From an optimization exercise on the open Yosys and OpenROAD flow, aimed at small area; shortcuts taken in it are not production practice. In this exercise RTL edits were held to simulation tests only and were not proved equivalent to the original. No activity file was given, so power comes from the tool's default toggle rates.

Design decode_pipe, start of the top module:
module decode_pipe (
  input  logic        i_clk,
  input  logic        i_rst,
  input  logic        i_valid_IF,
  input  logic [31:0] i_instr,
  input  logic [31:0] i_addr_IncrePC,
  input  logic        i_stall_EX,
  input  logic        i_flush,
  input  logic        i_wb_en,
  input  logic [4:0]  i_wb_addr,
  input  logic [31:0] i_wb_data,
  output logic        o_stall_IF,
  output logic        o_valid_EX,
  output logic [31:0] o_data_Rs,
  output logic [31:0] o_data_Rt,
  output logic [31:0] o_data_SignExt,
  output logic [31:0] o_addr_IncrePC,
  output logic [4:0]  o_rs,
  output logic [4:0]  o_rt,
  output logic [4:0]  o_rd,
  output logic        o_con_WrBack,
  output logic        o_con_MemRd,
  output logic        o_con_MemWr,
  output logic        o_con_Branch,
  output logic        o_con_Jump,
  output logic        o_con_AluSrc,
  output logic [3:0]  o_con_AluOp,
  output logic        o_illegal
);
Size in the first run: ~3,600 cells after synthesis, ~260 I/O pins, ~44,000 um^2 of cells after synthesis.
Settings: LEC_CHECK=0, CAP_MARGIN=0, CELL_PAD_IN_SITES_DETAIL_PLACEMENT=1, CELL_PAD_IN_SITES_GLOBAL_PLACEMENT=2, CORE_MARGIN=2, CORE_UTILIZATION=45, SLEW_MARGIN=0, SYNTH_HIERARCHICAL=1; clock period 8.0 ns.
standard.sh (not shown) runs the stock make flow with config.mk's settings and CLKGATE_MAP_FILE= SYNTH_SCRIPT=/design/flow/synth_recipe.tcl, a recipe that flattens the netlist after the stock synthesis.
==> flow/flow/run.sh <==
#!/bin/bash
# Standard layout with the smallest port buffers and a clock tree without
# dummy loads, built from clkbuf_4 buffers over clusters of at most 8
# flip-flops.
set -euo pipefail
bash standard.sh \
  "BUFFER_PORTS_ARGS=-buffer_cell sky130_fd_sc_hd__buf_1" \
  "CTS_ARGS=-sink_clustering_enable -repair_clock_nets -dont_use_dummy_load -sink_clustering_size 8 -sink_clustering_max_diameter 40 -buf_list {sky130_fd_sc_hd__clkbuf_4}" \
  finish > standard_flow.log 2>&1
Change:
==> flow/flow/run.sh (replaced) <==
#!/bin/bash
# Standard layout with the smallest port buffers and a clock tree without
# dummy loads, built from clkbuf_8 sink buffers over clusters of at most 12
# flip-flops.
set -euo pipefail
bash standard.sh \
  "BUFFER_PORTS_ARGS=-buffer_cell sky130_fd_sc_hd__buf_1" \
  "CTS_ARGS=-sink_clustering_enable -repair_clock_nets -dont_use_dummy_load -sink_clustering_size 12 -sink_clustering_max_diameter 50 -buf_list {sky130_fd_sc_hd__clkbuf_4 sky130_fd_sc_hd__clkbuf_8}" \
  finish > standard_flow.log 2>&1
What happened: The new run finished with timing, DRC and antenna clean; design area went up by 1.2%; worst hold slack got worse by 0.0062 ns; clock skew went down by 0.030 ns; critical path depth stays the same; flip-flop and latch count is unchanged; routed wire length hardly moves; non-clock buffer count is unchanged; register-to-register slack got worse by 0.10 ns; maximum frequency went down by 7.7%; clock power went up by 18%; total power went up by 4.5%.
Change:
==> flow/run.sh (new file) <==
#!/bin/bash
# synth_recipe.tcl (not shown) runs the flow's synth.tcl, then flattens the netlist and writes it again
# the make line also repeats each setting of config.mk as NAME=value (left out here)
make -C /OpenROAD-flow-scripts/flow DESIGN_CONFIG=/design/flow/config.mk WORK_HOME=/design/flow/orfs CLKGATE_MAP_FILE= SYNTH_SCRIPT=/design/flow/synth_recipe.tcl finish
CAP_MARGIN = 20   (was 0)
CTS_BUF_LIST = sky130_fd_sc_hd__clkbuf_4 sky130_fd_sc_hd__clkbuf_8   (was unset)
SLEW_MARGIN = 20   (was 0)
removed: flow/flow/run.sh
removed: flow/standard.sh
Outcome: The new run finished with timing, DRC and antenna clean. Critical path depth fell by 6. Sequential share of layout area fell by 3.3 points. Register-to-register slack improved by 0.47 ns. Count of clock-buffer cells in the layout rose by 169. Design area rose by a little under a tenth. Synthesized cell count is unchanged. Cell count rose by a few percent. Wire length rose by a few percent. Die area stays the same. Clock power rose by well over a third.
Change:
==> flow/flow/run.sh (new file) <==
#!/bin/bash
# Standard layout with smaller port buffers, a clock tree without dummy loads
# built from mid-size clock buffers, and power/area recovery after global route.
set -euo pipefail
bash standard.sh \
  "BUFFER_PORTS_ARGS=-buffer_cell sky130_fd_sc_hd__buf_1" \
  "CTS_ARGS=-sink_clustering_enable -repair_clock_nets -dont_use_dummy_load -buf_list {sky130_fd_sc_hd__clkbuf_4 sky130_fd_sc_hd__clkbuf_8}" \
  "RECOVER_POWER=100" \
  finish > standard_flow.log 2>&1
==> flow/standard.sh (new file) <==
#!/bin/bash
# synth_recipe.tcl (not shown) runs the flow's synth.tcl, then flattens the netlist and writes it again
# the make line also repeats each setting of config.mk as NAME=value (left out here)
make -C /OpenROAD-flow-scripts/flow DESIGN_CONFIG=/design/flow/config.mk WORK_HOME=/design/flow/orfs CLKGATE_MAP_FILE= SYNTH_SCRIPT=/design/flow/synth_recipe.tcl "${@:-finish}"
CTS_BUF_LIST = unset   (was sky130_fd_sc_hd__clkbuf_4 sky130_fd_sc_hd__clkbuf_8)
removed: flow/run.sh
Now the flow finished but fails on capacitance limit, slew limit.
Combinational power is lower by about 9%.
Via count is lower by 2.7%.
Utilization is lower by 3.4 points.
Clock-buffer cell count is lower by 118.
Design area is lower by about 6%.
Critical path depth is higher by 1.
Total power is lower by 9.0%.
Non-clock buffer count is lower by 7.
Change:
==> flow/flow/run.sh (replaced) <==
#!/bin/bash
# Standard layout with the smallest port buffers and a clock tree without
# dummy loads, built from clkbuf_8 sink buffers over clusters of at most 10
# flip-flops.
set -euo pipefail
bash standard.sh \
  "BUFFER_PORTS_ARGS=-buffer_cell sky130_fd_sc_hd__buf_1" \
  "CTS_ARGS=-sink_clustering_enable -repair_clock_nets -dont_use_dummy_load -sink_clustering_size 10 -sink_clustering_max_diameter 40 -buf_list {sky130_fd_sc_hd__clkbuf_4 sky130_fd_sc_hd__clkbuf_8}" \
  finish > standard_flow.log 2>&1
CAP_MARGIN = 0   (was 20)
SLEW_MARGIN = 0   (was 20)
Result: Now the flow ran to the end with no violations; final area shrinks by 0.44%; final cell count goes down by 0.59%; setup slack gets better by 0.72 ns; core utilization decreases by 0.23 points; routed wire length is about the same; first-iteration DRC count goes down by 7.9%; maximum frequency climbs by 13%; power goes down by 2.9%; hold slack degrades by 0.0046 ns.
Change:
==> flow/flow/run.sh (replaced) <==
#!/bin/bash
# Standard layout with the smallest port buffers and a clock tree without
# dummy loads, built from clkbuf_4 buffers over clusters of at most 9
# flip-flops.
set -euo pipefail
bash standard.sh \
  "BUFFER_PORTS_ARGS=-buffer_cell sky130_fd_sc_hd__buf_1" \
  "CTS_ARGS=-sink_clustering_enable -repair_clock_nets -dont_use_dummy_load -sink_clustering_size 9 -sink_clustering_max_diameter 40 -buf_list {sky130_fd_sc_hd__clkbuf_4}" \
  finish > standard_flow.log 2>&1
What happened:
- The new run passed the timing, design-rule and antenna checks
- design area goes down slightly
- fmax climbs by a few percent
- power came out lower by a few percent
- die area does not change
- hold slack improves by 0.0065 ns
- area after synthesis does not change
- critical path depth does not change
- non-clock buffer count stays the same
- global-route usage is lower by 0.16 points
- setup slack gets better by 0.24 ns
- routed wire length fell slightly

## afterwards: timing with drivers on the ports
How much do the figures lean on ideal ports? The routed layouts below were timed once more, with nothing changed but the port constraints. Step 1, drivers: a clkbuf_16 drives i_clk and a buf_2 each remaining input, both assumed. Step 2 adds t to the input delays and takes it off the output delays; t is the mean of the earliest and latest rising clock arrival at the registers after step 1. Input paths then give back, and output paths get back, about the clock's delay inside the block. a / b / c = ideal / step 1 / step 2; a / b = the first two.
run	t (ns)	setup slack, ns	clock arrival spread, ns
the first run	1.220	2.715 / 2.756 / 1.536	0.107 / 0.107
the second run	0.906	2.277 / 2.322 / 1.415	0.073 / 0.073
the third run	0.984	2.288 / 2.248 / 1.471	0.053 / 0.053
the fourth run	0.930	1.643 / 1.652 / 0.722	0.083 / 0.084
the fifth run	0.929	2.359 / 2.405 / 1.476	0.068 / 0.068
the sixth run	1.223	2.601 / 2.646 / 1.423	0.121 / 0.120
The setup slack of the first run, which loses most, moves by +0.041 ns with the drivers and by -1.179 ns with both steps.
